This design comes from an exercise in tuning for small area and a short achievable clock period on the open sky130 flow, not from production work.
Function was checked by simulation only, so behaviour that the tests miss may differ from the original.
Power figures rest on the tool's default switching activity, not on a simulated workload.

$ cat flow/config.mk
export PLATFORM = sky130hd
export DESIGN_NAME = fairq_top
export DESIGN_NICKNAME = fairq_top
export VERILOG_FILES = /design/flow/design.v
export SDC_FILE = /design/flow/constraint.sdc
export NUM_CORES = 4
export LEC_CHECK = 0
export CAP_MARGIN = 20
export CORE_MARGIN = 2
export CORE_UTILIZATION = 40
export CTS_CLUSTER_DIAMETER = 150
export CTS_CLUSTER_SIZE = 20
export SLEW_MARGIN = 20
$ cat flow/constraint.sdc
create_clock -name core_clock -period 8.5 [get_ports {clk}]
set_input_delay 1.7000 -clock core_clock [delete_from_list [all_inputs] [get_ports {clk}]]
set_output_delay 1.7000 -clock core_clock [all_outputs]
set_load 0.01 [all_outputs]
$ cat flow/design.v
`default_nettype none
package fairq_pkg;
   typedef logic [64-1:0]              data_word_t;
   typedef logic [8-1:0]              ctrl_t;
   typedef logic [$clog2(8)-1:0]      queue_idx_t;
   typedef logic [8-1:0]              queue_mask_t;
   typedef logic [19-1:0]         sram_addr_t;
   typedef logic [15:0]                            flow_count_t;
   typedef logic [15:0]                            share_t;
   typedef logic [15:0]                            window_t;
   typedef enum logic [8:0] {
      CTRL_WORD = 9'b0_0000_0001,
      WORD_1    = 9'b0_0000_0010,
      WORD_2    = 9'b0_0000_0100,
      WORD_3    = 9'b0_0000_1000,
      WORD_4    = 9'b0_0001_0000,
      WORD_5    = 9'b0_0010_0000,
      WORD_6    = 9'b0_0100_0000,
      WORD_7    = 9'b0_1000_0000,
      WAIT_EOP  = 9'b1_0000_0000
   } parse_state_t;
   function automatic window_t ones_add(input window_t a, input window_t b);
      logic [16:0] sum;
      sum = {1'b0, a} + {1'b0, b};
      ones_add = sum[15:0] + {15'b0, sum[16]};
   endfunction
endpackage
`default_nettype wire
`timescale 1ns/1ps
`default_nettype none
module fairq_header_parser (
   input  logic                    clk,
   input  logic                    reset,
   input  logic                    in_wr,
   input  fairq_pkg::ctrl_t        in_ctrl,
   input  fairq_pkg::data_word_t   in_data,
   output logic                    ev_open,
   output logic                    ev_close,
   output fairq_pkg::queue_idx_t   dst_queue,
   output logic                    header_word,
   output logic                    rewrite_word,
   output fairq_pkg::queue_idx_t   src_queue
);
   localparam logic [3:0] S_CTRL = 4'd0;
   localparam logic [3:0] S_W1   = 4'd1;
   localparam logic [3:0] S_W2   = 4'd2;
   localparam logic [3:0] S_W3   = 4'd3;
   localparam logic [3:0] S_W4   = 4'd4;
   localparam logic [3:0] S_W5   = 4'd5;
   localparam logic [3:0] S_W6   = 4'd6;
   localparam logic [3:0] S_W7   = 4'd7;
   localparam logic [3:0] S_EOP  = 4'd8;
   logic [3:0]    state;
   logic [3:0]    state_next;
   logic          single_dest;
   logic          web_port;
   logic          word_6_seen;
   logic          hdr_single;
   logic [15:0]   ether_type;
   logic [7:0]    ip_proto;
   logic [15:0]   tcp_src_port;
   logic [15:0]   tcp_dst_port;
   logic          tcp_fin;
   logic          tcp_syn;
   logic          tcp_rst;
   logic          tcp_ack;
   assign ether_type   = in_data[31:16];
   assign ip_proto     = in_data[7:0];
   assign tcp_src_port = in_data[47:32];
   assign tcp_dst_port = in_data[31:16];
   assign tcp_fin      = in_data[0];
   assign tcp_syn      = in_data[1];
   assign tcp_rst      = in_data[2];
   assign tcp_ack      = in_data[4];
   assign web_port = (tcp_src_port == 16'd80) || (tcp_src_port == 16'd5001) ||
                     (tcp_dst_port == 16'd80) || (tcp_dst_port == 16'd5001);
   assign hdr_single = (in_data[7:0] != 8'd0) &&
                       ((in_data[7:0] & (in_data[7:0] - 8'd1)) == 8'd0);
   assign header_word = in_wr && (state == S_CTRL) && (in_ctrl == 8'hFF);
   always_comb begin
      state_next = state;
      if (in_wr) begin
         case (state)
            S_CTRL: if (in_ctrl == 8'hFF) state_next = S_W1;
            S_W1:   state_next = S_W2;
            S_W2:   state_next = (ether_type == 16'h0800) ? S_W3 : S_EOP;
            S_W3:   state_next = (ip_proto == 8'd6) ? S_W4 : S_EOP;
            S_W4:   state_next = S_W5;
            S_W5:   state_next = web_port ? S_W6 : S_EOP;
            S_W6:   state_next = (tcp_ack && !tcp_syn && !tcp_fin && !tcp_rst) ? S_W7 : S_EOP;
            default: state_next = S_EOP;
         endcase
         if (state != S_CTRL && in_ctrl != 8'd0) state_next = S_CTRL;
      end
   end
   always_ff @(posedge clk) begin
      if (reset) state <= S_CTRL;
      else       state <= state_next;
   end
   always_ff @(posedge clk) begin
      if (header_word) begin
         src_queue   <= in_data[16 +: 3];
         single_dest <= hdr_single;
         dst_queue   <= {|(in_data[7:0] & 8'b1111_0000),
                         |(in_data[7:0] & 8'b1100_1100),
                         |(in_data[7:0] & 8'b1010_1010)};
      end
   end
   assign word_6_seen = in_wr && (state == S_W6) && single_dest;
   assign ev_open  = word_6_seen && tcp_syn && tcp_ack;
   assign ev_close = word_6_seen && tcp_fin;
   assign rewrite_word = in_wr && (state == S_W7);
endmodule
`default_nettype wire
`timescale 1ns/1ps
`default_nettype none
module fairq_queue_lane (
   input  logic                   clk,
   input  logic                   reset,
   input  logic                   cap_en,
   input  logic [16:0]            cap_bus,
   input  logic                   open_en,
   input  fairq_pkg::flow_count_t open_bus,
   input  logic                   diff_en,
   input  fairq_pkg::flow_count_t diff_bus,
   input  logic                   set_live,
   output logic                   live,
   output logic [16:0]            cap4,
   output fairq_pkg::flow_count_t open_count,
   output fairq_pkg::flow_count_t flow_diff
);
   always_ff @(posedge clk) begin
      if (cap_en)  cap4       <= cap_bus;
      if (open_en) open_count <= open_bus;
      if (diff_en) flow_diff  <= diff_bus;
   end
   always_ff @(posedge clk) begin
      if (reset)         live <= 1'b0;
      else if (set_live) live <= 1'b1;
   end
endmodule
module fairq_step #(
   parameter int W = 16
) (
   input  logic [W-1:0] x,
   input  logic         down,
   output logic [W-1:0] y
);
   logic [W-1:0] t;
   assign t = down ? ~x : x;
   assign y[0] = ~x[0];
   for (genvar i = 1; i < W; i++) begin : g_bit
      assign y[i] = x[i] ^ (&t[i-1:0]);
   end
endmodule
`default_nettype wire
`timescale 1ns/1ps
`default_nettype none
module fairq_sub #(
   parameter int W = 17
) (
   input  logic [W-1:0] a,
   input  logic [W-1:0] b,
   output logic [W-1:0] d,
   output logic         ge
);
   localparam int L = $clog2(W);
   logic [W-1:0] x;
   logic [W-1:0] g [L+1];
   logic [W-1:0] p [L+1];
   assign x    = ~(a ^ b);
   assign g[0] = {a[W-1:1] & ~b[W-1:1], a[0] | ~b[0]};
   assign p[0] = x;
   for (genvar l = 0; l < L; l++) begin : g_level
      for (genvar i = 0; i < W; i++) begin : g_bit
         if (i >= (1 << l)) begin : g_join
            assign g[l+1][i] = g[l][i] | (p[l][i] & g[l][i-(1<<l)]);
            assign p[l+1][i] = p[l][i] & p[l][i-(1<<l)];
         end else begin : g_pass
            assign g[l+1][i] = g[l][i];
            assign p[l+1][i] = p[l][i];
         end
      end
   end
   assign d  = x ^ {g[L][W-2:0], 1'b1};
   assign ge = g[L][W-1];
endmodule
module fairq_eac_add (
   input  logic [15:0] a,
   input  logic [15:0] b,
   output logic [15:0] s
);
   logic [15:0] x;
   logic [15:0] g [5];
   logic [15:0] p [5];
   assign x    = a ^ b;
   assign g[0] = a & b;
   assign p[0] = x;
   for (genvar l = 0; l < 4; l++) begin : g_level
      for (genvar i = 0; i < 16; i++) begin : g_bit
         assign g[l+1][i] = g[l][i] | (p[l][i] & g[l][(i+16-(1<<l))%16]);
         if (l < 3) begin : g_prop
            assign p[l+1][i] = p[l][i] & p[l][(i+16-(1<<l))%16];
         end else begin : g_noprop
            assign p[l+1][i] = 1'b0;
         end
      end
   end
   assign s = x ^ {g[4][14:0], g[4][15]};
endmodule
module fairq_window_rewriter (
   input  logic                    clk,
   input  logic                    reset,
   input  logic                    clear,
   input  logic                    in_wr,
   input  fairq_pkg::ctrl_t        in_ctrl,
   input  fairq_pkg::data_word_t   in_data,
   input  logic                    rewrite_word,
   input  fairq_pkg::queue_idx_t   src_queue,
   input  logic                    port_free,
   output fairq_pkg::queue_idx_t   div_queue,
   output fairq_pkg::queue_idx_t   div_queue_next,
   input  logic                    port_live,
   input  logic [16:0]             port_cap4,
   input  fairq_pkg::flow_count_t  port_open,
   input  fairq_pkg::flow_count_t  port_diff,
   output logic                    out_wr,
   output fairq_pkg::ctrl_t        out_ctrl,
   output fairq_pkg::data_word_t   out_data
);
   localparam logic [3:0] LAST = 4'd15;
   logic [3:0]    step_count;
   logic [15:0]   divisor;
   logic [15:0]   remainder;
   logic [12:0]   quotient;
   logic          live_s;
   logic          sat;
   logic          open_ge;
   logic [15:0]   unused_open_d;
   logic          diff_ok;
   logic          diff_ok_r;
   logic [16:0]   part;
   logic [16:0]   dif;
   logic          ge;
   logic          sat_lo;
   logic [3:0]    unused_sat_d;
   logic [12:0]   code;
   fairq_sub #(.W(16)) u_flows (
      .a  (port_open),
      .b  (port_diff),
      .d  (unused_open_d),
      .ge (open_ge)
   );
   assign diff_ok = (port_diff != 16'd0) && open_ge;
   fairq_sub #(.W(4)) u_sat (
      .a  (remainder[3:0]),
      .b  (divisor[3:0]),
      .d  (unused_sat_d),
      .ge (sat_lo)
   );
   assign part = {remainder, quotient[12]};
   fairq_sub #(.W(17)) u_step (
      .a  (part),
      .b  ({1'b0, divisor}),
      .d  (dif),
      .ge (ge)
   );
   always_ff @(posedge clk) begin
      if (reset || clear) begin
         step_count <= 4'd0;
      end else if (step_count == 4'd0) begin
         if (port_free) step_count <= 4'd1;
      end else if (step_count == LAST) begin
         step_count <= 4'd0;
      end else begin
         step_count <= step_count + 4'd1;
      end
   end
   assign div_queue_next = reset ? 3'd0 :
                           (step_count == LAST) ? div_queue + 3'd1 : div_queue;
   always_ff @(posedge clk) begin
      div_queue <= div_queue_next;
   end
   always_ff @(posedge clk) begin
      if (step_count == 4'd0) begin
         live_s    <= port_live;
         diff_ok_r <= diff_ok;
         divisor   <= port_diff;
         remainder <= {12'd0, port_cap4[16:13]};
         quotient  <= port_cap4[12:0];
      end else if (step_count == 4'd1) begin
         if (!diff_ok_r) divisor <= 16'd1;
      end else if (step_count != LAST) begin
         if (step_count == 4'd2)
            sat <= (divisor[15:4] == 12'd0) && sat_lo;
         remainder <= ge ? dif[15:0] : part[15:0];
         quotient  <= {quotient[11:0], ge};
      end
   end
   always_comb begin
      if (!live_s)                     code = 13'd0;
      else if (sat)                    code = 13'd1;
      else if (quotient[12:8] == 5'd0) code = 13'h100;
      else                             code = quotient;
   end
   logic [12:0]   win_code [8];
   logic [12:0]   code_bus;
   logic [12:0]   src_code;
   assign code_bus = clear ? 13'd0 : code;
   for (genvar q = 0; q < 8; q++) begin : g_code
      always_ff @(posedge clk) begin
         if (clear || (step_count == LAST && div_queue == 3'(q)))
            win_code[q] <= code_bus;
      end
   end
   assign src_code = win_code[src_queue];
   logic                  has_share;
   fairq_pkg::window_t    new_window;
   always_ff @(posedge clk) begin
      has_share  <= (src_code != 13'd0);
      new_window <= (src_code[12:8] == 5'd0) ? 16'hFFFF : {src_code, 3'b000};
   end
   fairq_pkg::window_t    old_window;
   fairq_pkg::window_t    old_checksum;
   fairq_pkg::window_t    csa_sum;
   fairq_pkg::window_t    csa_carry;
   fairq_pkg::window_t    ck_sum;
   fairq_pkg::data_word_t data_next;
   assign old_window   = in_data[63:48];
   assign old_checksum = in_data[47:32];
   assign csa_sum   = old_window ^ old_checksum ^ new_window;
   assign csa_carry = (~old_window & ~old_checksum) | (~old_window & new_window) |
                      (~old_checksum & new_window);
   fairq_eac_add u_ck (
      .a (csa_sum),
      .b ({csa_carry[14:0], csa_carry[15]}),
      .s (ck_sum)
   );
   assign data_next = (rewrite_word && has_share) ?
                      {new_window, ~ck_sum, in_data[31:0]} : in_data;
   always_ff @(posedge clk) begin
      if (reset) out_wr <= 1'b0;
      else       out_wr <= in_wr;
   end
   always_ff @(posedge clk) begin
      out_ctrl <= in_ctrl;
      out_data <= data_next;
   end
endmodule
`default_nettype wire
`timescale 1ns/1ps
`default_nettype none
module fairq_top (
   input  logic                   clk,
   input  logic                   reset,
   input  logic                   in_wr,
   input  fairq_pkg::ctrl_t       in_ctrl,
   input  fairq_pkg::data_word_t  in_data,
   input  logic                   rd_dst_addr,
   input  fairq_pkg::queue_idx_t  dst_oq,
   input  fairq_pkg::sram_addr_t  dst_oq_high_addr,
   input  fairq_pkg::sram_addr_t  dst_oq_low_addr,
   output logic                   out_wr,
   output fairq_pkg::ctrl_t       out_ctrl,
   output fairq_pkg::data_word_t  out_data
);
   logic                      ev_open;
   logic                      ev_close;
   logic                      header_word;
   logic                      rewrite_word;
   fairq_pkg::queue_idx_t     src_queue;
   fairq_pkg::queue_idx_t     dst_queue;
   fairq_pkg::sram_addr_t     new_capacity;
   logic                      unused_cap_ge;
   logic                      clear;
   logic                      cfg_valid;
   fairq_pkg::queue_idx_t     cfg_queue;
   logic [16:0]               cfg_cap4;
   logic                      cfg_nz;
   logic [8-1:0] lane_live;
   logic [16:0]               lane_cap4  [8];
   fairq_pkg::flow_count_t    lane_open  [8];
   fairq_pkg::flow_count_t    lane_diff  [8];
   fairq_pkg::queue_idx_t     div_queue;
   fairq_pkg::queue_idx_t     div_queue_next;
   fairq_pkg::queue_idx_t     sel_next;
   fairq_pkg::queue_mask_t    sel_hot;
   logic                      a_next;
   logic                      b_next;
   fairq_pkg::queue_idx_t     b_queue_next;
   logic                      port_free;
   logic                      sel_live;
   logic [16:0]               sel_cap4;
   fairq_pkg::flow_count_t    sel_open;
   fairq_pkg::flow_count_t    sel_diff;
   logic                      same_queue;
   logic                      a_open;
   logic                      a_close;
   logic                      a_two;
   logic                      b_open_early;
   logic                      b_close_early;
   logic                      b_open;
   logic                      b_close;
   fairq_pkg::queue_idx_t     b_queue;
   logic                      do_open;
   logic                      do_close;
   logic                      open_two;
   logic [16:0]               cap_bus;
   fairq_pkg::flow_count_t    open_bus;
   fairq_pkg::flow_count_t    diff_bus;
   fairq_pkg::flow_count_t    diff_next;
   fairq_header_parser u_parser (
      .clk           (clk),
      .reset         (reset),
      .in_wr         (in_wr),
      .in_ctrl       (in_ctrl),
      .in_data       (in_data),
      .ev_open       (ev_open),
      .ev_close      (ev_close),
      .dst_queue     (dst_queue),
      .header_word   (header_word),
      .rewrite_word  (rewrite_word),
      .src_queue     (src_queue)
   );
   assign same_queue = (src_queue == dst_queue);
   always_ff @(posedge clk) begin
      if (reset) begin
         a_open        <= 1'b0;
         a_close       <= 1'b0;
         b_open_early  <= 1'b0;
         b_close_early <= 1'b0;
         b_open        <= 1'b0;
         b_close       <= 1'b0;
      end else begin
         a_open        <= ev_open;
         a_close       <= ev_close && same_queue;
         b_open_early  <= ev_open && !same_queue;
         b_close_early <= ev_close && !same_queue;
         b_open        <= b_open_early;
         b_close       <= b_close_early;
      end
   end
   assign b_queue_next = (ev_open || ev_close) ? dst_queue : b_queue;
   always_ff @(posedge clk) begin
      if (ev_open || ev_close) a_two <= same_queue;
      b_queue <= b_queue_next;
   end
   assign port_free = !(a_open || a_close || b_open || b_close);
   assign a_next    = (ev_open || (ev_close && same_queue)) && !reset;
   assign b_next    = b_open_early || b_close_early;
   always_comb begin
      if (a_next)      sel_next = src_queue;
      else if (b_next) sel_next = b_queue_next;
      else             sel_next = div_queue_next;
   end
   always_ff @(posedge clk) begin
      sel_hot <= 8'd1 << sel_next;
   end
   always_comb begin
      sel_live = 1'b0;
      sel_cap4 = '0;
      sel_open = '0;
      sel_diff = '0;
      for (int q = 0; q < 8; q++) begin
         sel_live = sel_live | (sel_hot[q] & lane_live[q]);
         sel_cap4 = sel_cap4 | ({17{sel_hot[q]}} & lane_cap4[q]);
         sel_open = sel_open | ({16{sel_hot[q]}} & lane_open[q]);
         sel_diff = sel_diff | ({16{sel_hot[q]}} & lane_diff[q]);
      end
   end
   assign do_open  = a_open || b_open;
   assign do_close = a_close || b_close;
   assign open_two = a_open && a_two;
   fairq_pkg::flow_count_t    open_p1;
   fairq_pkg::flow_count_t    open_p2;
   fairq_pkg::flow_count_t    diff_p1;
   fairq_pkg::flow_count_t    diff_p2;
   fairq_pkg::flow_count_t    diff_m1;
   fairq_step #(.W(16)) u_open_p1 (.x(sel_open), .down(1'b0), .y(open_p1));
   fairq_step #(.W(15)) u_open_p2 (.x(sel_open[15:1]), .down(1'b0), .y(open_p2[15:1]));
   fairq_step #(.W(16)) u_diff_p1 (.x(sel_diff), .down(1'b0), .y(diff_p1));
   fairq_step #(.W(15)) u_diff_p2 (.x(sel_diff[15:1]), .down(1'b0), .y(diff_p2[15:1]));
   fairq_step #(.W(16)) u_diff_m1 (.x(sel_diff), .down(1'b1), .y(diff_m1));
   assign open_p2[0] = sel_open[0];
   assign diff_p2[0] = sel_diff[0];
   always_comb begin
      if (do_open && do_close) diff_next = open_two ? diff_p1 : sel_diff;
      else if (do_open)        diff_next = open_two ? diff_p2 : diff_p1;
      else                     diff_next = diff_m1;
   end
   assign open_bus = clear ? 16'd0 : (open_two ? open_p2 : open_p1);
   assign diff_bus = clear ? 16'd0 : diff_next;
   fairq_sub #(.W(19)) u_cap (
      .a  (dst_oq_high_addr),
      .b  (dst_oq_low_addr),
      .d  (new_capacity),
      .ge (unused_cap_ge)
   );
   always_ff @(posedge clk) begin
      clear     <= reset;
      cfg_valid <= rd_dst_addr && !reset;
      cfg_queue <= dst_oq;
      cfg_cap4  <= new_capacity[18:2];
      cfg_nz    <= (dst_oq_high_addr != dst_oq_low_addr);
   end
   assign cap_bus = clear ? 17'd0 : cfg_cap4;
   for (genvar q = 0; q < 8; q++) begin : g_lane
      logic cap_hit, open_hit, close_hit;
      assign cap_hit   = cfg_valid && (cfg_queue == 3'(q));
      assign open_hit  = do_open && sel_hot[q];
      assign close_hit = do_close && sel_hot[q];
      fairq_queue_lane u_lane (
         .clk         (clk),
         .reset       (clear),
         .cap_en      (clear || cap_hit),
         .cap_bus     (cap_bus),
         .open_en     (clear || open_hit),
         .open_bus    (open_bus),
         .diff_en     (clear || open_hit || close_hit),
         .diff_bus    (diff_bus),
         .set_live    ((cap_hit && cfg_nz) || open_hit || close_hit),
         .live        (lane_live[q]),
         .cap4        (lane_cap4[q]),
         .open_count  (lane_open[q]),
         .flow_diff   (lane_diff[q])
      );
   end
   fairq_window_rewriter u_rewriter (
      .clk          (clk),
      .reset        (reset),
      .clear        (clear),
      .in_wr        (in_wr),
      .in_ctrl      (in_ctrl),
      .in_data      (in_data),
      .rewrite_word (rewrite_word),
      .src_queue    (src_queue),
      .port_free    (port_free),
      .div_queue    (div_queue),
      .div_queue_next (div_queue_next),
      .port_live    (sel_live),
      .port_cap4    (sel_cap4),
      .port_open    (sel_open),
      .port_diff    (sel_diff),
      .out_wr       (out_wr),
      .out_ctrl     (out_ctrl),
      .out_data     (out_data)
   );
endmodule
`default_nettype wire
$ cat flow/flow/run.sh
#!/bin/bash
# The standard layout (standard.sh, unchanged synthesis and steps) with two
# knobs the flow settings cannot reach: port buffers are buf_2 cells instead
# of the default delay cells, and timing repair aims for a larger setup slack.
# make's output goes to flow.log here; each ORFS step keeps its own log under
# orfs/logs/.
set -euo pipefail
export BUFFER_PORTS_ARGS="-buffer_cell sky130_fd_sc_hd__buf_2"
export SETUP_SLACK_MARGIN=5
bash standard.sh > flow.log 2>&1
$ cat flow/standard.sh
#!/bin/bash
# synth_recipe.tcl (not shown) runs the flow's synth.tcl, then flattens the netlist and writes it again
# the make line also repeats each setting of config.mk as NAME=value (left out here)
make -C /OpenROAD-flow-scripts/flow DESIGN_CONFIG=/design/flow/config.mk WORK_HOME=/design/flow/orfs CLKGATE_MAP_FILE= SYNTH_SCRIPT=/design/flow/synth_recipe.tcl "${@:-finish}"
==> results of run 1 <==
kinds of logic after synthesis:
group / count (synthesis) / synth area share (%)
xor gates and xnor gates: 60 / 1.743
muxes: 40 / 1.453
adders and majority gates: 108 / 4.898
buffers and inverters: 241 / 3.507
AOI/OAI and AO/OA: 622 / 14.17
and+or+nand+nor: 582 / 9.874
DFF: 699 / 64.35
routing by layer:
layer | track usage [%] | part of all wire (%)
met1 | 27.43 | 45
met4 | 4.756 | 2.0
met5 | 0 | 0
met3 | 2.636 | 6.9
met2 | 32.04 | 46
what timing repair did:
item                       4_1_cts  5_1_grt
pin swaps                        1        5
hold endpoints to repair         0        0
resized for setup               31       32
setup buffers                    9        3
setup endpoints to repair      161      154
layout by cell type (no fill, tap or decap), drive strengths merged, types with 36 or more instances in the layout:
cell	instances
a21o	45
a21oi	125
a221oi	47
a22oi	146
buf	225
clkbuf	71
dfxtp	159
edfxtp	540
ha	90
inv	121
nand2	109
nand3	36
nand4	48
nor2	194
nor3	40
o21ai	81
xnor2	48
registers in the layout (all words and copies together) (netlist names), 8 cells and up:
signal	flops
g_lane.u_lane.cap4	136
g_lane.u_lane.flow_diff	128
g_lane.u_lane.open_count	128
u_rewriter.win_code	104
u_rewriter.out_data	64
cfg_cap4	17
u_rewriter.divisor	16
u_rewriter.remainder	16
u_rewriter.new_window	14
u_rewriter.quotient	13
g_lane.u_lane.live	8
sel_hot	8
u_rewriter.out_ctrl	8
area by class of cell:
| class | instances | area (µm²) | share of cell area, % |
|---|---|---|---|
| clock buffer | 71 | 1117 | 3.314 |
| clock inverter | 2 | 25.02 | 0.07423 |
| inverter | 122 | 478.0 | 1.418 |
| multi-input combinational | 1412 | 10080 | 29.91 |
| sequential | 699 | 19430 | 57.63 |
| tap | 969 | 1212 | 3.596 |
| timing repair buffer | 225 | 1365 | 4.049 |
worst paths after layout:
path	end	cells past startpoint
max reg2reg	g_lane[3].u_lane.open_count[15]	12
min reg2reg	b_queue[0]	1
max	u_rewriter.out_data[34]	10
min	b_queue[0]	1
metrics by stage:
step                utilization (%)  hold WS, ns  cell area [µm²]
CTS                           44.97       0.4861            33540
finish                        45.21       0.4870            33710
floorplan                         -       0.4450            30400
detailed placement            43.10       0.4628            32140
global route                  45.21       0.5144            33710
global placement              43.10       0.4596            32140
power by group through the flow:
| stage | clock network [W] | registers (W) | logic [W] |
|---|---|---|---|
| 2_1_floorplan | 0 | 0.00412 | 0.000599 |
| 3_3_place_gp | 0 | 0.00414 | 0.000835 |
| 3_5_place_dp | 0 | 0.00415 | 0.000845 |
| 4_1_cts | 0.00205 | 0.00407 | 0.000853 |
| 5_1_grt | 0.00216 | 0.00409 | 0.000958 |
| 6_report | 0.00199 | 0.00407 | 0.000866 |
critical path, delay by kind of cell:
kind	cells	cell delay, ns
AND/OR/NAND/NOR	1	0.12
adder cells (fa/ha/maj)	2	0.90
XOR/XNOR	1	0.18
buffers and inverters	2	0.20
AO/OA/AOI/OAI	4	0.82
==> summary.txt, run 1 <==
- Static Leakage: 12.43 nW
- Count of hold buffers inserted by post-cts repair: 0
- Number of distinct library cells after synthesis: 83
- Top cells by area, synth: sky130_fd_sc_hd__edfxtp_1 54%, sky130_fd_sc_hd__dfxtp_1 11%, sky130_fd_sc_hd__ha_1 3.7%, sky130_fd_sc_hd__a22oi_1 3.6%, sky130_fd_sc_hd__nor2_1 2.4%
- Largest net degree at the start of global routing: 63
- Antenna violation net count after detailed routing: 0
- Portion of total power attributed to combinational logic: 12.5%
- Portion of total power attributed to the clock network: 28.7%
- Synth async-reset ratio: 0%
- Peak clock frequency supported by timing: 0.2879 GHz
- Per-cell via count in the routed design: 5.739
- Final clock skew: 0.03638 ns
- Router iterations before antenna repair: 5
- Fraction of post-synthesis cell area in the top cell type by area: 53.79%
- Internal power of the cells: 0.005211 W
- Net Count, Synth: 2576
- RePlAce Congestion: 0.9022
- Worst R2R Setup Slack: 5.10 ns
- DP Cell Count: 3415
- Setup violations, final: 0
- Share of total power in sequential cells: 58.8%
- Critical R2R Launch: sel_hot[0]
- Worst hold path class: reg2reg
- Top flip-flop cell by instance count after synthesis: sky130_fd_sc_hd__edfxtp_1
- Power per cell area: 205.3 nW/µm²
- Total negative setup slack: 0 ns
- PnR worst setup slack: 5.027 ns
- I/O Buffers: 189
- Worst path cell trace: buf_2 > inv_1 > fa_1 > ha_2 > nand2_1 > o21ai_1 > a21oi_1 > o31ai_2 > xnor2_1 > a21oi_1
- Max-slew headroom at the worst pin: 23.22%
- Remaining design rule violation count: 0
- Max-cap violations: 0
- Total chip power: 0.006920 W
- Post-synthesis sequential element count: 699
- Number of cells in the finished layout apart from fillers: 3500
- Post-layout min period: 3.473 ns
- Critical path's largest stage delay: 0.48 ns
- Run status: finished clean
- Fillcell total: 6705
- Fraction of power spent switching nets: 24.69%
- Data arrival at the endpoint of the critical path: 3.92 ns
- CTS tree: built
- Post-synth EDFFs: 540
- Post-synth top area cell: sky130_fd_sc_hd__edfxtp_1
- Layout cells sized above 1: 15.49%
- Start point of the critical path: in_data[36]
- Sum of routed wire length over all layers: 77710 µm
- Tot GR Track Use: 19.50%
- Slew at the pin with the worst max-slew slack: 1.152 ns
- Critical path required time: 8.95 ns
- Startpoint Class: primary input
- Maximum net fanout on the critical path: 7
- Number of max-slew violations in the final report: 0
- Cell row count: 100
- Setup WS pre-CTS: 4.355 ns
- Number of clock sinks seen by CTS: 699
- Clock transition time at the flip-flop clock pins of the worst setup and hold paths: 0.09 ns
- Cts bufs inserted: 40
- Crit. End Element: register
- Clock latency on the worst-skew pair: 0.60 ns
- Count of mapped cells out of synthesis: 2352
- Wire length per cell after detailed routing: 22.20 µm
- # IOs: 190
- Total half-perimeter wirelength after legalization and detailed placement: 47970 µm
- Netlist area before placement: 30150 µm²
- Critical path's slowest cell: sky130_fd_sc_hd__fa_1
- Clock root cell: sky130_fd_sc_hd__clkbuf_16
- Final Hold Vio Count: 0
- Leading cell type by number of instances after synthesis: sky130_fd_sc_hd__edfxtp_1
- Number of global-route vias before repair: 19.67k
- Width of the chip: 278.5 µm
- Number of antenna violations at the first check in global routing: 0
- Area overhead of the layout relative to synthesis: 11.83%
- Post-Syn Area per Cell: 12.82 µm²
- Core ar.: 74570 µm²
- Clk buf depth: 3
- Total gr overflow: 0
- Share of the yosys chip area belonging to registers: 64.35%
- Total inserted antenna cells: 0
- Setup repair after global routing missed its margin: true
- Vertical die dimension: 278.5 µm
- Vias after detailed routing: 20.09k
- Starting density of the core: 40.42%
- Final critical-path share of the clock period: 40.86%
- Fin nets: 2724
- Net switching power figure: 0.001708 W
- Number of H-tree branching levels: 2
- Peak ir drop on the vdd network: 0.1122 mV
- WS Path Type: in2reg
- Detailed Route Iter0 Violations: 1803
- Number of warning messages in the yosys log: 23
- Floorplan die area: 77580 µm²
- Worst min-delay path startpoint: b_queue[0]
- Global-route wire length before repair: 117500 µm
- Cell type with the highest occurrence count on the critical path: sky130_fd_sc_hd__a21oi_1
- Top cell types by occurrence after synthesis: 540 x sky130_fd_sc_hd__edfxtp_1, 194 x sky130_fd_sc_hd__nor2_1, 159 x sky130_fd_sc_hd__dfxtp_1
==> run 2: changes to the inputs <==
--- a/flow/flow/run.sh
+++ b/flow/flow/run.sh
@@ -6,5 +6,5 @@
 # orfs/logs/.
 set -euo pipefail
 export BUFFER_PORTS_ARGS="-buffer_cell sky130_fd_sc_hd__buf_2"
-export SETUP_SLACK_MARGIN=5
+export SETUP_SLACK_MARGIN=5.3
 bash standard.sh > flow.log 2>&1
==> summary.txt, run 2 <==
- Critical R2R Launch: sel_hot[5]
- Final core utilization: 47.09% (+1.9 points)
- Router iterations before antenna repair: 6 (+1)
- Fillcell total: 6584 (-1.8%)
- Total half-perimeter wirelength after legalization and detailed placement: 48750 µm (+1.6%)
- Global-route wire length before repair: 121600 µm (+3.5%)
- Max-cap violations: 0 (unchanged)
- Power per cell area: 201.4 nW/µm² (-1.9%)
- Cell row count: 100 (unchanged)
- Internal power of the cells: 0.005311 W (+1.9%)
- Layout cells sized above 1: 21.13% (+5.6 points)
- Final critical-path share of the clock period: 39.18% (-1.7 points)
- Clock transition time at the flip-flop clock pins of the worst setup and hold paths: 0.10 ns (about the same)
- Slew at the pin with the worst max-slew slack: 1.209 ns (+0.05753 ns)
- Total negative setup slack: 0 ns (unchanged)
- Share of total power in sequential cells: 57.6% (-1.2 points)
- Number of global-route vias before repair: 19.72k (+0.23%)
- Post-Syn Area per Cell: 12.82 µm² (unchanged)
- Startpoint Class: primary input
- Number of max-slew violations in the final report: 0 (unchanged)
- Worst min-delay path startpoint: b_queue[0]
- Largest net degree at the start of global routing: 63 (unchanged)
- Top library cells by usage in the layout, fill and taps aside: 540 x sky130_fd_sc_hd__edfxtp_1, 185 x sky130_fd_sc_hd__nor2_1, 169 x sky130_fd_sc_hd__buf_2, 150 x sky130_fd_sc_hd__dfxtp_1, 142 x sky130_fd_sc_hd__a22oi_1
- Post-synthesis sequential element count: 699 (unchanged)
- Floorplan die area: 77580 µm² (unchanged)
- Portion of total power attributed to the clock network: 28.7% (about the same)
- Starting density of the core: 40.42% (unchanged)
- Top flip-flop cell by instance count after synthesis: sky130_fd_sc_hd__edfxtp_1
- Static Leakage: 12.98 nW (+4.5%)
- Top reg by flops: g_lane.u_lane.cap4
- Number of clock sinks seen by CTS: 699 (unchanged)
- Leading cell type by number of instances after synthesis: sky130_fd_sc_hd__edfxtp_1
- Worst hold path class: reg2reg
- Area of placed instances: 32260 µm² (+0.37%)
- Count of mapped cells out of synthesis: 2352 (unchanged)
- Clk buf depth: 3 (unchanged)
- Remaining design rule violation count: 0 (unchanged)
- Start point of the critical path: in_data[59]
- Peak ir drop on the vdd network: 0.1243 mV (+11%)
- Critical path required time: 8.98 ns (+0.03 ns)
- Fraction of power spent switching nets: 24.91% (+0.22 points)
- Number of H-tree branching levels: 2 (unchanged)
- Synth async-reset ratio: 0% (unchanged)
- Post-synth EDFFs: 540 (unchanged)
- Capturing point of the worst reg2reg path: g_lane[2].u_lane.open_count[15]
- Number of warning messages in the yosys log: 23 (unchanged)
- Hold Path Sink: b_queue[0]
- WS Path Type: in2reg
- Tot GR Track Use: 20.39% (+0.88 points)
- I/O Buffers: 189 (unchanged)
- Vertical die dimension: 278.5 µm (unchanged)
- Top cells by area, synth: sky130_fd_sc_hd__edfxtp_1 54%, sky130_fd_sc_hd__dfxtp_1 11%, sky130_fd_sc_hd__ha_1 3.7%, sky130_fd_sc_hd__a22oi_1 3.6%, sky130_fd_sc_hd__nor2_1 2.4%
- Final Instance Area: 35110 µm² (+4.2%)
- Core ar.: 74570 µm² (unchanged)
- Maximum net fanout on the critical path: 6 (-1)
- Number of antenna violations at the first check in global routing: 3 (+3)
- Antenna violation net count after detailed routing: 0 (unchanged)
- CTS tree: built
- Worst R2R Setup Slack: 5.26 ns (+0.16 ns)
- Max FFs per register: 136 (unchanged)
- Final Hold Vio Count: 0 (unchanged)
- RePlAce Congestion: 0.8963 (-0.65%)
- Run status: finished clean
- Net switching power figure: 0.001762 W (+3.1%)
- Cts bufs inserted: 40 (unchanged)
- Setup violations, final: 0 (unchanged)
- Max-slew headroom at the worst pin: 19.38% (-3.8 points)
- Area overhead of the layout relative to synthesis: 16.48%
- # IOs: 190 (unchanged)
- Share of the yosys chip area belonging to registers: 64.35% (unchanged)
- Peak clock frequency supported by timing: 0.3003 GHz (+4.3%)
- Fraction of post-synthesis cell area in the top cell type by area: 53.79% (unchanged)
- Final clock skew: 0.02844 ns (-0.007939 ns)
- Path depth of the worst reg2reg path: 12 (unchanged)
- Vias after detailed routing: 20.52k (+2.2%)
- Width of the chip: 278.5 µm (unchanged)
- Detailed Route Iter0 Violations: 1804 (+0.055%)
- Portion of total power attributed to combinational logic: 13.7% (+1.2 points)
- Per-cell via count in the routed design: 5.734 (about the same)
- Fin nets: 2800 (+2.8%)
- Top Registers: g_lane.u_lane.cap4 (136), g_lane.u_lane.flow_diff (128), g_lane.u_lane.open_count (128)
- Sum of routed wire length over all layers: 81460 µm (+4.8%)
- Netlist area before placement: 30150 µm² (unchanged)
- Worst hold path cell count: 1 (unchanged)
- Post-layout min period: 3.330 ns (-0.1429 ns)
- Total gr overflow: 0 (unchanged)
- Post-synth top area cell: sky130_fd_sc_hd__edfxtp_1
- Number of distinct library cells after synthesis: 83 (unchanged)
- Top cell types by occurrence after synthesis: 540 x sky130_fd_sc_hd__edfxtp_1, 194 x sky130_fd_sc_hd__nor2_1, 159 x sky130_fd_sc_hd__dfxtp_1
- Setup repair after global routing missed its margin: true
- Wire length per cell after detailed routing: 22.76 µm (+2.5%)
- Clock latency on the worst-skew pair: 0.61 ns (about the same)
- Data arrival at the endpoint of the critical path: 3.81 ns (-0.11 ns)
- Crit. End Element: register
- Leading cell type in the layout, fill and taps excluded: sky130_fd_sc_hd__edfxtp_1
- Net Count, Synth: 2576 (unchanged)
- Count of hold buffers inserted by post-cts repair: 0 (unchanged)
- Clock root cell: sky130_fd_sc_hd__clkbuf_16
==> run 2: cell counts after synthesis <==
Identical to the previous run, type by type.
==> run 2: final cells by class <==
| cell class | count | area, µm² | area share [%] |
|---|---|---|---|
| Antenna cell | 2 | 5.005 | 0.01425 |
| Clock buffer | 73 | 1167 | 3.325 |
| Clock inverter | 1 | 16.27 | 0.04632 |
| Inverter | 122 | 538.0 | 1.532 |
| Multi-Input combinational cell | 1412 | 10490 | 29.88 |
| Sequential cell | 699 | 19430 | 55.34 |
| Tap cell | 969 | 1212 | 3.453 |
| Timing Repair Buffer | 301 | 2251 | 6.410 |
==> run 2: worst max path at each step <==
stage / to / slack [ns] / depth (start not counted)
floorplan: u_rewriter.out_data[33] / 4.97 / 10
detailed placement: u_rewriter.out_data[45] / 4.41 / 11
global placement: u_rewriter.out_data[45] / 4.37 / 11
finish: u_rewriter.out_data[41] / 5.17 / 11
CTS: u_rewriter.out_data[32] / 5.25 / 11
global route: u_rewriter.out_data[33] / 5.12 / 11
==> run 2: what timing repair did <==
item | in CTS | in global routing
pin swaps | 81 | 27
gates cloned | 6 | 0
endpoints found under the setup margin | 294 | 183
setup buffers | 57 | 28
gates resized for setup | 123 | 54
==> run 2: critical path, cell delays in order <==
cell and delay [ns]:
sky130_fd_sc_hd__buf_2 0.08, sky130_fd_sc_hd__inv_2 0.04, sky130_fd_sc_hd__fa_1 0.51, sky130_fd_sc_hd__ha_4 0.32, sky130_fd_sc_hd__inv_2 0.04, sky130_fd_sc_hd__o21bai_1 0.19
sky130_fd_sc_hd__a21oi_2 0.13, sky130_fd_sc_hd__o31ai_2 0.35, sky130_fd_sc_hd__a31oi_2 0.19, sky130_fd_sc_hd__xnor2_1 0.18, sky130_fd_sc_hd__a21oi_1 0.08
==> run 2: cell families (layout without fill, tap and decap cells) <==
logic type,Yosys count,after routing,share of synthesized area [%]
adders and majority gates,108,108,4.898
buffers and inverters,241,497,3.507
xor gates and xnor gates,60,60,1.743
DFF,699,699,64.35
and+or+nand+nor,582,582,9.874
muxes,40,40,1.453
other,0,2,0
AOI/OAI and AO/OA,622,622,14.17
==> run 2: per-stage QoR <==
stage	power (W)	hold slack, ns	worst slack (ns)	cells
2_1_floorplan	0.004726	0.4450	4.974	2352
4_1_cts	0.007096	0.4841	5.249	3549
3_5_place_dp	0.005002	0.4621	4.411	3412
5_1_grt	0.007368	0.5079	5.121	3578
6_report	0.007073	0.4787	5.170	3579
3_3_place_gp	0.004981	0.4569	4.372	3412
==> run 2: layer usage <==
layer | GRT usage (%) | up-vias | wire (µm)
met3 | 2.921 | 140 | 5614
met2 | 33.81 | 786 | 38250
met1 | 28.14 | 10203 | 35460
met4 | 5.321 | 2 | 2124
li1 | - | 9390 | -
met5 | 0 | - | 16
==> run 2: power by group through the flow <==
stage               sequential, W  clock [W]  combinational, W
floorplan                 0.00412          0          0.000606
global placement          0.00414          0          0.000842
detailed placement        0.00415          0          0.000853
global route              0.00410    0.00221           0.00106
finish                    0.00407    0.00203          0.000970
CTS                       0.00407    0.00209          0.000933
==> run 3: changes to the inputs <==
--- a/flow/flow/run.sh
+++ b/flow/flow/run.sh
@@ -6,5 +6,5 @@
 # orfs/logs/.
 set -euo pipefail
 export BUFFER_PORTS_ARGS="-buffer_cell sky130_fd_sc_hd__buf_2"
-export SETUP_SLACK_MARGIN=5.3
+export SETUP_SLACK_MARGIN=5
 bash standard.sh > flow.log 2>&1
--- a/flow/config.mk
+++ b/flow/config.mk
@@ -7,7 +7,7 @@
 export LEC_CHECK = 0
 export CAP_MARGIN = 20
 export CORE_MARGIN = 2
-export CORE_UTILIZATION = 40
+export CORE_UTILIZATION = 60
 export CTS_CLUSTER_DIAMETER = 150
 export CTS_CLUSTER_SIZE = 20
 export SLEW_MARGIN = 20
==> summary.txt, run 3 <==
- Run status: finished clean
- Kind of cell adding the most delay to the critical path: compound AO/OA/AOI/OAI gates
- Largest net degree at the start of global routing: 47 (-25%)
- Number of warning messages in the yosys log: 23 (unchanged)
- Slew at the pin with the worst max-slew slack: 1.117 ns (-0.09247 ns)
- Peak ir drop on the vdd network: 0.1895 mV (+52%)
- Fraction of post-synthesis cell area in the top cell type by area: 53.79% (unchanged)
- Vias after detailed routing: 20.12k (-2.0%)
- CTS tree: built
- Setup repair after global routing missed its margin: true
- Top reg by flops: g_lane.u_lane.cap4
- Power per cell area: 207.8 nW/µm² (+3.1%)
- Netlist area before placement: 30150 µm² (unchanged)
- Multiplexer fraction of the synthesized cell area: 1.453% (unchanged)
- Post-Syn Area per Cell: 12.82 µm² (unchanged)
- PnR worst setup slack: 4.984 ns (-0.1863 ns)
- Max-cap violations: 0 (unchanged)
- Total met3 wirelength after detailed routing: 5982 µm (+6.6%)
- Top library cells by usage in the layout, fill and taps aside: 540 x sky130_fd_sc_hd__edfxtp_1, 189 x sky130_fd_sc_hd__nor2_1, 189 x sky130_fd_sc_hd__buf_2, 150 x sky130_fd_sc_hd__dfxtp_1, 144 x sky130_fd_sc_hd__a22oi_1
- Synthesized-area fraction occupied by ao, oa, aoi and oai cells: 14.17% (unchanged)
- Top cells by area, synth: sky130_fd_sc_hd__edfxtp_1 54%, sky130_fd_sc_hd__dfxtp_1 11%, sky130_fd_sc_hd__ha_1 3.7%, sky130_fd_sc_hd__a22oi_1 3.6%, sky130_fd_sc_hd__nor2_1 2.4%
- Cell type with the highest occurrence count on the critical path: sky130_fd_sc_hd__a21oi_1
- Total inserted antenna cells: 0 (-2)
- Per-cell via count in the routed design: 6.274 (+9.4%)
- Leading cell type in the layout, fill and taps excluded: sky130_fd_sc_hd__edfxtp_1
- Max FFs per register: 136 (unchanged)
- Number of distinct library cells after synthesis: 83 (unchanged)
- Setup WS pre-CTS: 4.264 ns (-0.1479 ns)
- Cell row count: 82 (-18%)
- Number of H-tree branching levels: 2 (unchanged)
- Layout cells sized above 1: 15.31% (-5.8 points)
- RePlAce Congestion: 0.9507 (+6.1%)
- Hold Slack: 0.4840 ns (+0.005208 ns)
- Final Hold Vio Count: 0 (unchanged)
- Floorplan die area: 52050 µm² (-33%)
- Tot GR Track Use: 28.75% (+8.4 points)
- Post-synth EDFFs: 540 (unchanged)
- Top cell types by occurrence after synthesis: 540 x sky130_fd_sc_hd__edfxtp_1, 194 x sky130_fd_sc_hd__nor2_1, 159 x sky130_fd_sc_hd__dfxtp_1
- Post-layout min period: 3.516 ns (+0.1863 ns)
- Area overhead of the layout relative to synthesis: 10.77%
- Post-synth top area cell: sky130_fd_sc_hd__edfxtp_1
- Net Count, Synth: 2576 (unchanged)
- Top Metal Used: met4
- Static Leakage: 12.46 nW (-4.0%)
- Starting density of the core: 60.46% (+20 points)
- Share of the yosys chip area belonging to registers: 64.35% (unchanged)
- Critical path required time: 8.98 ns (about the same)
- Top flip-flop cell by instance count after synthesis: sky130_fd_sc_hd__edfxtp_1
- Number of buffers and inverters on the critical path: 2 (-1)
- Clk buf depth: 3 (unchanged)
- Total half-perimeter wirelength after legalization and detailed placement: 46780 µm (-4.0%)
- Max-slew headroom at the worst pin: 25.55% (+6.2 points)
- WS Path Type: in2reg
- Final critical-path share of the clock period: 41.37% (+2.2 points)
- Critical path's largest stage delay: 0.58 ns (+0.07 ns)
- Antenna violation net count after detailed routing: 0 (unchanged)
- Crit. End Element: register
- Final Instance Area: 33390 µm² (-4.9%)
- Top Registers: g_lane.u_lane.cap4 (136), g_lane.u_lane.flow_diff (128), g_lane.u_lane.open_count (128)
- Share of the synthesized netlist area taken by xor and xnor gates: 1.743% (unchanged)
- Number of clock sinks seen by CTS: 699 (unchanged)
- Sum of routed wire length over all layers: 75810 µm (-6.9%)
- Total gr overflow: 0 (unchanged)
- Number of max-slew violations in the final report: 0 (unchanged)
- Final clock skew: 0.02701 ns (-0.001433 ns)
- FF+latch area: 19430 µm² (unchanged)
- Area of the multi-input gates: 10050 µm² (-4.2%)
- Clock transition time at the flip-flop clock pins of the worst setup and hold paths: 0.10 ns (about the same)
- Count of mapped cells out of synthesis: 2352 (unchanged)
- Main combinational cell family by area after synthesis: compound AO/OA/AOI/OAI gates
- Total negative setup slack: 0 ns (unchanged)
- Detailed route wirelength on metal2: 36310 µm (-5.1%)
- Data arrival at the endpoint of the critical path: 4.00 ns (+0.19 ns)
- Critical path's slowest cell: sky130_fd_sc_hd__fa_1
- Wire length per cell after detailed routing: 23.65 µm (+3.9%)
- Detailed Route Iter0 Violations: 1848 (+2.4%)
- Width of the chip: 228.1 µm (-18%)
- Worst path cell trace: buf_2 > inv_1 > fa_1 > ha_4 > a21oi_2 > o21bai_1 > a21oi_1 > o31ai_1 > a31oi_1 > xnor2_1 > a21oi_1
- Final core utilization: 66.97% (+20 points)
- Synth async-reset ratio: 0% (unchanged)
- Worst hold path class: reg2reg
- Count of hold buffers inserted by post-cts repair: 0 (unchanged)
- Fillcell total: 3727 (-43%)
- Vertical die dimension: 228.1 µm (-18%)
- Global-route wire length before repair: 116000 µm (-4.6%)
- Leading cell type by number of instances after synthesis: sky130_fd_sc_hd__edfxtp_1
- Cts bufs inserted: 40 (unchanged)
- Router iterations before antenna repair: 6 (unchanged)
- Area of placed instances: 31750 µm² (-1.6%)
- Fin nets: 2726 (-2.6%)
- Maximum net fanout on the critical path: 6 (unchanged)
- Post-Synth Adder-Cell Area: 4.898% (unchanged)
- Number of global-route vias before repair: 19.75k (+0.13%)
- Number of antenna violations at the first check in global routing: 1 (-2)
- Clock latency on the worst-skew pair: 0.60 ns (about the same)
- Setup violations, final: 0 (unchanged)
- Remaining design rule violation count: 0 (unchanged)
- Post-synthesis sequential element count: 699 (unchanged)
- Metal1 wirelength: 31630 µm (-11%)
- Startpoint Class: primary input
- # IOs: 190 (unchanged)
- Core ar.: 49860 µm² (-33%)
- Peak clock frequency supported by timing: 0.2844 GHz (-5.3%)
- Post-Synth Simple-Gate Area: 9.874% (unchanged)
- Clock root cell: sky130_fd_sc_hd__clkbuf_16
- I/O Buffers: 189 (unchanged)
-- run 3: cell types whose count changed in the layout (fill, tap and decap cells not counted), sizes merged --
cell,delta
buf,-68
bufbuf,-6
diode,-2
-- run 3: cell families after synthesis --
group                    after synthesis
adder cells (fa/ha/maj)              108
flip-flops                           699
AND/OR/NAND/NOR                      582
XOR/XNOR                              60
multiplexers                          40
AO/OA/AOI/OAI                        622
buffers and inverters                241
-- run 3: path summary, 6_finish.rpt --
path	startpoint	to	slack [ns]	depth (start not counted)
max	in_data[33]	u_rewriter.out_data[36]	4.98	11
min	b_queue[0]	b_queue[0]	0.48	1
max reg2reg	sel_hot[1]	g_lane[0].u_lane.flow_diff[15]	5.17	10
min reg2reg	b_queue[0]	b_queue[0]	0.48	1
-- run 3: routing by layer --
layer	vias to the layer above	global-route usage [%]
met5	-	0
met3	120	3.788
li1	9233	-
met4	0	8.619
met1	9892	40.45
met2	870	47.23
-- run 3: timing repair --
item                       in CTS  in global routing
cloned                          0                  1
setup buffers                   7                 10
setup endpoints to repair     200                152
pin swaps                       3                  6
resized for setup              32                 27
-- run 3: per-stage QoR --
step           instances  total power [W]
3_5_place_dp        3114         0.004992
2_1_floorplan       2352         0.004719
6_report            3206         0.006938
3_3_place_gp        3113         0.004971
4_1_cts             3195         0.006955
5_1_grt             3206         0.007213
-- run 3: power breakdown --
group          internal (W)  switching, W
clock              0.000937       0.00106
combinational      0.000333      0.000528
sequential          0.00398      0.000100
-- run 3: area by class of cell --
class / instances / area share (%)
Inverter: 122 / 1.443
Timing Repair Buffer: 227 / 4.193
Sequential cell: 699 / 58.19
Clock buffer: 73 / 3.496
Clock inverter: 1 / 0.04871
Multi-Input combinational cell: 1412 / 30.11
Tap cell: 672 / 2.518
==> run 4: changes to the inputs <==
--- a/flow/config.mk
+++ b/flow/config.mk
@@ -7,7 +7,5 @@
 export LEC_CHECK = 0
 export CAP_MARGIN = 20
 export CORE_MARGIN = 2
-export CORE_UTILIZATION = 60
-export CTS_CLUSTER_DIAMETER = 150
-export CTS_CLUSTER_SIZE = 20
+export CORE_UTILIZATION = 40
 export SLEW_MARGIN = 20
==> summary.txt, run 4 <==
- Worst min-delay path startpoint: b_queue[0]
- Setup repair after global routing missed its margin: true
- Per-cell via count in the routed design: 5.726 (-8.7%)
- Multiplexer fraction of the synthesized cell area: 1.453% (unchanged)
- Critical path's slowest cell: sky130_fd_sc_hd__fa_1
- Starting density of the core: 40.42% (-20 points)
- Startpoint Class: primary input
- Static Leakage: 13.16 nW (+5.6%)
- Post-Syn Area per Cell: 12.82 µm² (unchanged)
- Max-cap violations: 0 (unchanged)
- Portion of total power attributed to the clock network: 39.5% (+11 points)
- Setup violations, final: 0 (unchanged)
- Router iterations before antenna repair: 6 (unchanged)
- Remaining design rule violation count: 0 (unchanged)
- Worst path cell trace: buf_2 > inv_1 > fa_1 > ha_1 > nand2_1 > o21ai_1 > a21oi_1 > o31ai_2 > xnor2_1 > a21oi_1
- Sum of routed wire length over all layers: 78980 µm (+4.2%)
- Number of distinct library cells after synthesis: 83 (unchanged)
- Max-slew headroom at the worst pin: 24.29% (-1.3 points)
- Peak ir drop on the vdd network: 0.1346 mV (-29%)
- I/O Buffers: 189 (unchanged)
- CTS tree: built
- Synthesized-area fraction occupied by ao, oa, aoi and oai cells: 14.17% (unchanged)
- Number of buffers and inverters on the critical path: 2 (unchanged)
- Critical path's largest stage delay: 0.48 ns (-0.10 ns)
- Post-synthesis sequential element count: 699 (unchanged)
- Top library cells by usage in the layout, fill and taps aside: 540 x sky130_fd_sc_hd__edfxtp_1, 189 x sky130_fd_sc_hd__nor2_1, 189 x sky130_fd_sc_hd__buf_2, 150 x sky130_fd_sc_hd__dfxtp_1, 145 x sky130_fd_sc_hd__a22oi_1
- Peak clock frequency supported by timing: 0.2883 GHz (+1.4%)
- Hold Slack: 0.4813 ns (-0.002696 ns)
- Detailed Route Iter0 Violations: 1935 (+4.7%)
- Leading cell type by number of instances after synthesis: sky130_fd_sc_hd__edfxtp_1
- Path depth of the worst reg2reg path: 12 (+2)
- Critical path required time: 8.98 ns (about the same)
- RePlAce Congestion: 0.9022 (-5.1%)
- Data arrival at the endpoint of the critical path: 3.95 ns (-0.05 ns)
- Core ar.: 74570 µm² (+50%)
- Final clock skew: 0.01837 ns (-0.008636 ns)
- Post-layout min period: 3.469 ns (-0.04792 ns)
- Maximum net fanout on the critical path: 7 (+1)
- Number of antenna violations at the first check in global routing: 1 (unchanged)
- Critical R2R Launch: sel_hot[4]
- Largest net degree at the start of global routing: 63 (+34%)
- Clock root cell: sky130_fd_sc_hd__clkbuf_16
- Clk buf depth: 3 (unchanged)
- Capturing point of the worst reg2reg path: g_lane[4].u_lane.open_count[15]
- Fraction of power spent switching nets: 24.47% (+0.089 points)
- Final critical-path share of the clock period: 40.81% (-0.56 points)
- Netlist area before placement: 30150 µm² (unchanged)
- Area overhead of the layout relative to synthesis: 16.50%
- Share of the synthesized netlist area taken by xor and xnor gates: 1.743% (unchanged)
- Crit. End Element: register
- Total negative setup slack: 0 ns (unchanged)
- Wire length per cell after detailed routing: 22.04 µm (-6.8%)
- Vertical die dimension: 278.5 µm (+22%)
- Worst R2R Setup Slack: 5.13 ns (-0.04 ns)
- Power per cell area: 232.4 nW/µm² (+12%)
- Count of hold buffers inserted by post-cts repair: 0 (unchanged)
- Number of H-tree branching levels: 3 (+1)
- Internal power of the cells: 0.006165 W (+18%)
- Count of mapped cells out of synthesis: 2352 (unchanged)
- Fraction of post-synthesis cell area in the top cell type by area: 53.79% (unchanged)
- Final Hold Vio Count: 0 (unchanged)
- Number of clock sinks seen by CTS: 699 (unchanged)
- Tot GR Track Use: 19.90% (-8.9 points)
- Top flip-flop cell by instance count after synthesis: sky130_fd_sc_hd__edfxtp_1
- Top cell types by occurrence after synthesis: 540 x sky130_fd_sc_hd__edfxtp_1, 194 x sky130_fd_sc_hd__nor2_1, 159 x sky130_fd_sc_hd__dfxtp_1
- Top Registers: g_lane.u_lane.cap4 (136), g_lane.u_lane.flow_diff (128), g_lane.u_lane.open_count (128)
- Post-Synth Adder-Cell Area: 4.898% (unchanged)
- Cts bufs inserted: 78 (+95%)
- Worst hold path cell count: 1 (unchanged)
- Width of the chip: 278.5 µm (+22%)
- Post-synth top area cell: sky130_fd_sc_hd__edfxtp_1
- Global-route wire length before repair: 119300 µm (+2.9%)
- Antenna violation net count after detailed routing: 0 (unchanged)
- Number of max-slew violations in the final report: 0 (unchanged)
- Net switching power figure: 0.001997 W (+18%)
- Top cells by area, synth: sky130_fd_sc_hd__edfxtp_1 54%, sky130_fd_sc_hd__dfxtp_1 11%, sky130_fd_sc_hd__ha_1 3.7%, sky130_fd_sc_hd__a22oi_1 3.6%, sky130_fd_sc_hd__nor2_1 2.4%
- Synth async-reset ratio: 0% (unchanged)
- Cell type with the highest occurrence count on the critical path: sky130_fd_sc_hd__a21oi_1
- Top reg by flops: g_lane.u_lane.cap4
- Main combinational cell family by area after synthesis: compound AO/OA/AOI/OAI gates
- # IOs: 190 (unchanged)
- Layout cells sized above 1: 18.25% (+2.9 points)
- Leading cell type in the layout, fill and taps excluded: sky130_fd_sc_hd__edfxtp_1
- WS Path Type: in2reg
- Total gr overflow: 0 (unchanged)
- Run status: finished clean
- Clock transition time at the flip-flop clock pins of the worst setup and hold paths: 0.06 ns (-0.04 ns)
- Kind of cell adding the most delay to the critical path: adder cells
- Fin nets: 2776 (+1.8%)
- Number of warning messages in the yosys log: 23 (unchanged)
- Portion of total power attributed to combinational logic: 10.6% (-1.8 points)
- Hold Path Sink: b_queue[0]
- Total half-perimeter wirelength after legalization and detailed placement: 47970 µm (+2.6%)
- Vias after detailed routing: 20.52k (+2.0%)
- Share of the yosys chip area belonging to registers: 64.35% (unchanged)
- Number of global-route vias before repair: 20.14k (+2.0%)
- Floorplan die area: 77580 µm² (+49%)
- Share of total power in sequential cells: 49.9% (-8.9 points)
- Cell row count: 100 (+22%)
- Max FFs per register: 136 (unchanged)
- Post-Synth Simple-Gate Area: 9.874% (unchanged)
- Clock latency on the worst-skew pair: 0.62 ns (+0.02 ns)
- Slew at the pin with the worst max-slew slack: 1.136 ns (+0.01880 ns)
- Net Count, Synth: 2576 (unchanged)
- Total inserted antenna cells: 0 (unchanged)
- Post-synth EDFFs: 540 (unchanged)
- Worst hold path class: reg2reg
[run 4: cell types whose count changed in the layout (fill, tap and decap cells not counted), sizes merged]
cell and delta:
clkbuf +16, buf +13, clkinv +36, bufinv +4, clkinvlp +5, inv +6
[run 4: repair_timing]
| item | in CTS | in global routing |
|---|---|---|
| gates resized for setup | 31 | 27 |
| setup buffers | 11 | 15 |
| endpoints found under the setup margin | 168 | 160 |
| hold endpoints to repair | 0 | 0 |
| gates cloned | 0 | 0 |
| pin swaps | 1 | 2 |
[run 4: worst max path at each step]
stage / cells after the start / to / from / slack [ns]
floorplan: 9 / u_rewriter.out_data[43] / in_data[45] / 4.94
global placement: 10 / u_rewriter.out_data[39] / in_data[45] / 4.21
detailed placement: 10 / u_rewriter.out_data[34] / in_data[36] / 4.36
CTS: 12 / g_lane[6].u_lane.open_count[10] / sel_hot[2] / 5.01
global route: 14 / g_lane[3].u_lane.flow_diff[9] / sel_hot[1] / 4.98
finish: 10 / u_rewriter.out_data[34] / in_data[36] / 5.03
[run 4: routing by layer]
metal / GRT usage (%) / vias up / wire length [µm]
met1: 27.27 / 10237 / 34980
met4: 5.156 / 0 / 1309
met5: 0 / - / 0
met2: 32.30 / 809 / 36600
met3: 4.088 / 96 / 6090
li1: - / 9375 / -
[run 4: cell families after synthesis]
group                    after synthesis
flip-flops                           699
AO/OA/AOI/OAI                        622
AND/OR/NAND/NOR                      582
buffers and inverters                241
adder cells (fa/ha/maj)              108
XOR/XNOR                              60
multiplexers                          40
[run 4: per-stage QoR]
stage          instance area, µm²  total power, W  setup slack, ns  utilization (%)  std cells
2_1_floorplan               30400        0.004719            4.943                -       2352
3_3_place_gp                32140        0.004971            4.212            43.10       3415
3_5_place_dp                32140        0.004993            4.355            43.10       3415
4_1_cts                     34870        0.008220            5.007            46.76       3568
5_1_grt                     35120        0.008492            4.976            47.10       3583
6_report                    35120        0.008162            5.031            47.10       3583
[run 4: cell type report]
type	instances	area, µm²
inverter	122	478.0
sequential	699	19430
clock buffer	90	2028
clock inverter	52	434.2
multi-input combinational	1412	10060
timing repair buffer	239	1478
tap	969	1212
fill	6573	39450
[run 4: power groups by stage]
stage	Clock, W	Combinational [W]	Sequential (W)
floorplan	0	0.000599	0.00412
global placement	0	0.000835	0.00414
detailed placement	0	0.000845	0.00415
CTS	0.00329	0.000853	0.00408
global route	0.00344	0.000956	0.00410
finish	0.00322	0.000863	0.00408
==> run 5: changes to the inputs <==
==> flow/flow/run.sh (replaced) <==
#!/bin/bash
# The standard layout (standard.sh, unchanged synthesis and steps) with two
# knobs the flow settings cannot reach: port buffers are buf_1 cells instead
# of the default delay cells, and timing repair aims for a larger setup slack.
# make's output goes to flow.log here; each ORFS step keeps its own log under
# orfs/logs/.
set -euo pipefail
export BUFFER_PORTS_ARGS="-buffer_cell sky130_fd_sc_hd__buf_1"
export SETUP_SLACK_MARGIN=5
bash standard.sh > flow.log 2>&1
--- a/flow/config.mk
+++ b/flow/config.mk
@@ -8,4 +8,6 @@
 export CAP_MARGIN = 20
 export CORE_MARGIN = 2
 export CORE_UTILIZATION = 40
+export CTS_CLUSTER_DIAMETER = 180
+export CTS_CLUSTER_SIZE = 26
 export SLEW_MARGIN = 20
==> summary.txt, run 5 <==
- Total met3 wirelength after detailed routing: 4888 µm (-20%)
- Run status: finished clean
- Final clock skew: 0.02328 ns (+0.004909 ns)
- Vias after detailed routing: 20.10k (-2.0%)
- Top cells by area, synth: sky130_fd_sc_hd__edfxtp_1 54%, sky130_fd_sc_hd__dfxtp_1 11%, sky130_fd_sc_hd__ha_1 3.7%, sky130_fd_sc_hd__a22oi_1 3.6%, sky130_fd_sc_hd__nor2_1 2.4%
- Maximum net fanout on the critical path: 6 (-1)
- Setup repair after global routing missed its margin: true
- Post-synthesis sequential element count: 699 (unchanged)
- Number of H-tree branching levels: 1 (-2)
- I/O Buffers: 189 (unchanged)
- Vertical die dimension: 278.5 µm (unchanged)
- Data arrival at the endpoint of the critical path: 3.92 ns (-0.03 ns)
- Start point of the critical path: in_data[34]
- Clk buf depth: 3 (unchanged)
- Max-cap violations: 0 (unchanged)
- RePlAce Congestion: 0.9116 (+1.0%)
- Number of cells in the finished layout apart from fillers: 3516 (-1.9%)
- Crit. End Element: register
- Critical path's slowest cell: sky130_fd_sc_hd__fa_1
- Floorplan die area: 77580 µm² (unchanged)
- Core ar.: 74570 µm² (unchanged)
- Number of antenna violations at the first check in global routing: 0 (-1)
- Final Hold Vio Count: 0 (unchanged)
- Startpoint Class: primary input
- Post-synth EDFFs: 540 (unchanged)
- Total inserted antenna cells: 0 (unchanged)
- Total half-perimeter wirelength after legalization and detailed placement: 48020 µm (about the same)
- Post-synth top area cell: sky130_fd_sc_hd__edfxtp_1
- Worst R2R Setup Slack: 5.15 ns (+0.02 ns)
- PnR worst setup slack: 5.092 ns (+0.06048 ns)
- Share of the yosys chip area belonging to registers: 64.35% (unchanged)
- Top Metal Used: met4
- Top cell types by occurrence after synthesis: 540 x sky130_fd_sc_hd__edfxtp_1, 194 x sky130_fd_sc_hd__nor2_1, 159 x sky130_fd_sc_hd__dfxtp_1
- Power per cell area: 197.3 nW/µm² (-15%)
- Cell type with the highest occurrence count on the critical path: sky130_fd_sc_hd__a21oi_1
- Worst path cell trace: buf_1 > inv_1 > fa_1 > ha_4 > a21oi_1 > o21bai_1 > a21oi_1 > o31ai_1 > a31oi_1 > xnor2_1 > a21oi_1
- Tot GR Track Use: 19.45% (-0.45 points)
- Clock root cell: sky130_fd_sc_hd__clkbuf_16
- Per-cell via count in the routed design: 5.717 (-0.16%)
- # IOs: 190 (unchanged)
- FF+latch area: 19430 µm² (about the same)
- Critical R2R Launch: sel_hot[0]
- Setup WS pre-CTS: 4.395 ns (+0.03980 ns)
- Top Registers: g_lane.u_lane.cap4 (136), g_lane.u_lane.flow_diff (128), g_lane.u_lane.open_count (128)
- Router iterations before antenna repair: 6 (unchanged)
- Remaining design rule violation count: 0 (unchanged)
- Critical path's largest stage delay: 0.59 ns (+0.11 ns)
- Clock transition time at the flip-flop clock pins of the worst setup and hold paths: 0.12 ns (+0.06 ns)
- Largest net degree at the start of global routing: 63 (unchanged)
- Fraction of post-synthesis cell area in the top cell type by area: 53.79% (unchanged)
- Max FFs per register: 136 (unchanged)
- Leading cell type by number of instances after synthesis: sky130_fd_sc_hd__edfxtp_1
- DP Cell Count: 3415 (unchanged)
- Post-layout min period: 3.408 ns (-0.06048 ns)
- Count of mapped cells out of synthesis: 2352 (unchanged)
- Metal1 wirelength: 34860 µm (-0.36%)
- Static Leakage: 12.02 nW (-8.7%)
- Hold Slack: 0.4940 ns (+0.01278 ns)
- Hold Path Sink: b_queue[0]
- Count of hold buffers inserted by post-cts repair: 0 (unchanged)
- Setup violations, final: 0 (unchanged)
- Clock latency on the worst-skew pair: 0.63 ns (about the same)
- Final Instance Area: 33640 µm² (-4.2%)
- CTS tree: built
- Netlist area before placement: 30150 µm² (unchanged)
- Fin nets: 2747 (-1.0%)
- Area of the multi-input gates: 10060 µm² (about the same)
- Antenna violation net count after detailed routing: 0 (unchanged)
- Global-route wire length before repair: 117800 µm (-1.3%)
- Number of clock sinks seen by CTS: 699 (unchanged)
- Number of max-slew violations in the final report: 0 (unchanged)
- Wire length per cell after detailed routing: 22.37 µm (+1.5%)
- Top reg by flops: g_lane.u_lane.cap4
- Worst hold path class: reg2reg
- Top library cells by usage in the layout, fill and taps aside: 540 x sky130_fd_sc_hd__edfxtp_1, 190 x sky130_fd_sc_hd__nor2_1, 189 x sky130_fd_sc_hd__buf_1, 150 x sky130_fd_sc_hd__dfxtp_1, 144 x sky130_fd_sc_hd__a22oi_1
- Number of global-route vias before repair: 19.64k (-2.5%)
- Max-slew headroom at the worst pin: 25.66% (+1.4 points)
- Area overhead of the layout relative to synthesis: 11.60%
- WS Path Type: in2reg
- Detailed Route Iter0 Violations: 1702 (-12%)
- Net Count, Synth: 2576 (unchanged)
- Fillcell total: 6755 (+2.8%)
- Worst hold path cell count: 1 (unchanged)
- Width of the chip: 278.5 µm (unchanged)
- Post-Syn Area per Cell: 12.82 µm² (unchanged)
- Sum of routed wire length over all layers: 78640 µm (-0.43%)
- Path depth of the worst reg2reg path: 14 (+2)
- Leading cell type in the layout, fill and taps excluded: sky130_fd_sc_hd__edfxtp_1
- Critical path required time: 9.01 ns (+0.03 ns)
- Capturing point of the worst reg2reg path: g_lane[2].u_lane.open_count[15]
- Top flip-flop cell by instance count after synthesis: sky130_fd_sc_hd__edfxtp_1
- Worst min-delay path startpoint: b_queue[0]
- Total negative setup slack: 0 ns (unchanged)
- Total gr overflow: 0 (unchanged)
- Peak clock frequency supported by timing: 0.2934 GHz (+1.8%)
- Starting density of the core: 40.42% (unchanged)
- Slew at the pin with the worst max-slew slack: 1.115 ns (-0.02046 ns)
- Layout cells sized above 1: 8.677% (-9.6 points)
- Number of warning messages in the yosys log: 23 (unchanged)
- Detailed route wirelength on metal2: 37390 µm (+2.2%)
- Cell row count: 100 (unchanged)
- Area of placed instances: 31910 µm² (-0.73%)
- Peak ir drop on the vdd network: 0.1397 mV (+3.8%)
- Cts bufs inserted: 30 (-62%)
- Final critical-path share of the clock period: 40.10% (-0.71 points)
- Synth async-reset ratio: 0% (unchanged)
- Number of distinct library cells after synthesis: 83 (unchanged)
## run 5: cell counts after synthesis
Identical to the previous run, type by type.
## run 5: worst max path at each step
stage	slack [ns]	end
after floorplan	4.94	u_rewriter.out_data[43]
after global placement	4.39	u_rewriter.out_data[47]
after detailed placement	4.40	u_rewriter.out_data[32]
after CTS	5.00	g_lane[0].u_lane.open_count[15]
after global routing	4.96	u_rewriter.out_data[39]
final	5.09	u_rewriter.out_data[45]
## run 5: cells by family (layout without fill, tap and decap cells)
| logic type | after synthesis | after routing | share of synthesized area (%) |
|---|---|---|---|
| XOR/XNOR | 60 | 60 | 1.743 |
| adder cells (fa/ha/maj) | 108 | 108 | 4.898 |
| multiplexers | 40 | 40 | 1.453 |
| AO/OA/AOI/OAI | 622 | 622 | 14.17 |
| AND/OR/NAND/NOR | 582 | 582 | 9.874 |
| flip-flops | 699 | 699 | 64.35 |
| buffers and inverters | 241 | 436 | 3.507 |
## run 5: metal layers
metal | vias to the layer above | global-route usage [%]
li1 | 9261 | -
met1 | 9998 | 27.39
met2 | 748 | 33.01
met3 | 95 | 1.813
met4 | 0 | 3.667
met5 | - | 0
## run 5: power breakdown
part           switching (W)  total, W  leakage (nW)  internal [W]
Combinational       0.000530  0.000854          4.81      0.000324
Clock                0.00102   0.00171         0.414      0.000694
Sequential         0.0000928   0.00407          6.80       0.00398
Total                0.00164   0.00664          12.0       0.00499
## run 5: metrics by stage
stage               total power, W  util, %
detailed placement        0.004980    42.79
CTS                       0.006672    44.39
floorplan                 0.004719        -
global placement          0.004956    42.79
finish                    0.006637    45.12
global route              0.006924    45.12
## run 5: critical path, delay by kind of cell
family / cells / cell delay [ns]
AO/OA/AOI/OAI: 6 / 1.00
adder cells (fa/ha/maj): 2 / 0.83
buffers and inverters: 2 / 0.23
XOR/XNOR: 1 / 0.16
## run 5: area by class of cell
class / count / area share, %
well taps: 969 / 3.604
multi-input cells: 1412 / 29.90
flip-flops and latches: 699 / 57.76
inverters: 122 / 1.432
repair buffers: 258 / 4.712
clock buffers: 55 / 2.574
clock inverters: 1 / 0.01488
## run 5: timing repair
action | in CTS | in global routing
resized for setup | 30 | 37
pin swaps | 2 | 11
setup endpoints to repair | 112 | 137
gates cloned | 1 | 5
setup buffers | 18 | 21

static timing again, ports no longer ideal:
The results above use ideal ports. As a check the final layouts listed here were re-extracted and re-timed, cells and wires unchanged. Step 1, drivers: a clkbuf_16 drives clk and a buf_2 each remaining input, both assumed. Step 2 also shifts input and output timing later by t, the mid clock arrival at the registers, as if the neighbouring blocks saw the same clock. a / b / c = ideal / step 1 / step 2; a / b = the first two.
| run | t, ns | setup slack, ns |
|---|---|---|
| run 1 | 0.641 | 5.027 / 5.065 / 4.425 |
| run 2 | 0.657 | 5.170 / 5.192 / 4.535 |
| run 3 | 0.644 | 4.984 / 5.016 / 4.372 |
| run 4 | 0.679 | 5.031 / 5.073 / 4.394 |
| run 5 | 0.686 | 5.092 / 5.129 / 4.443 |
After both steps every run listed still meets setup and hold.
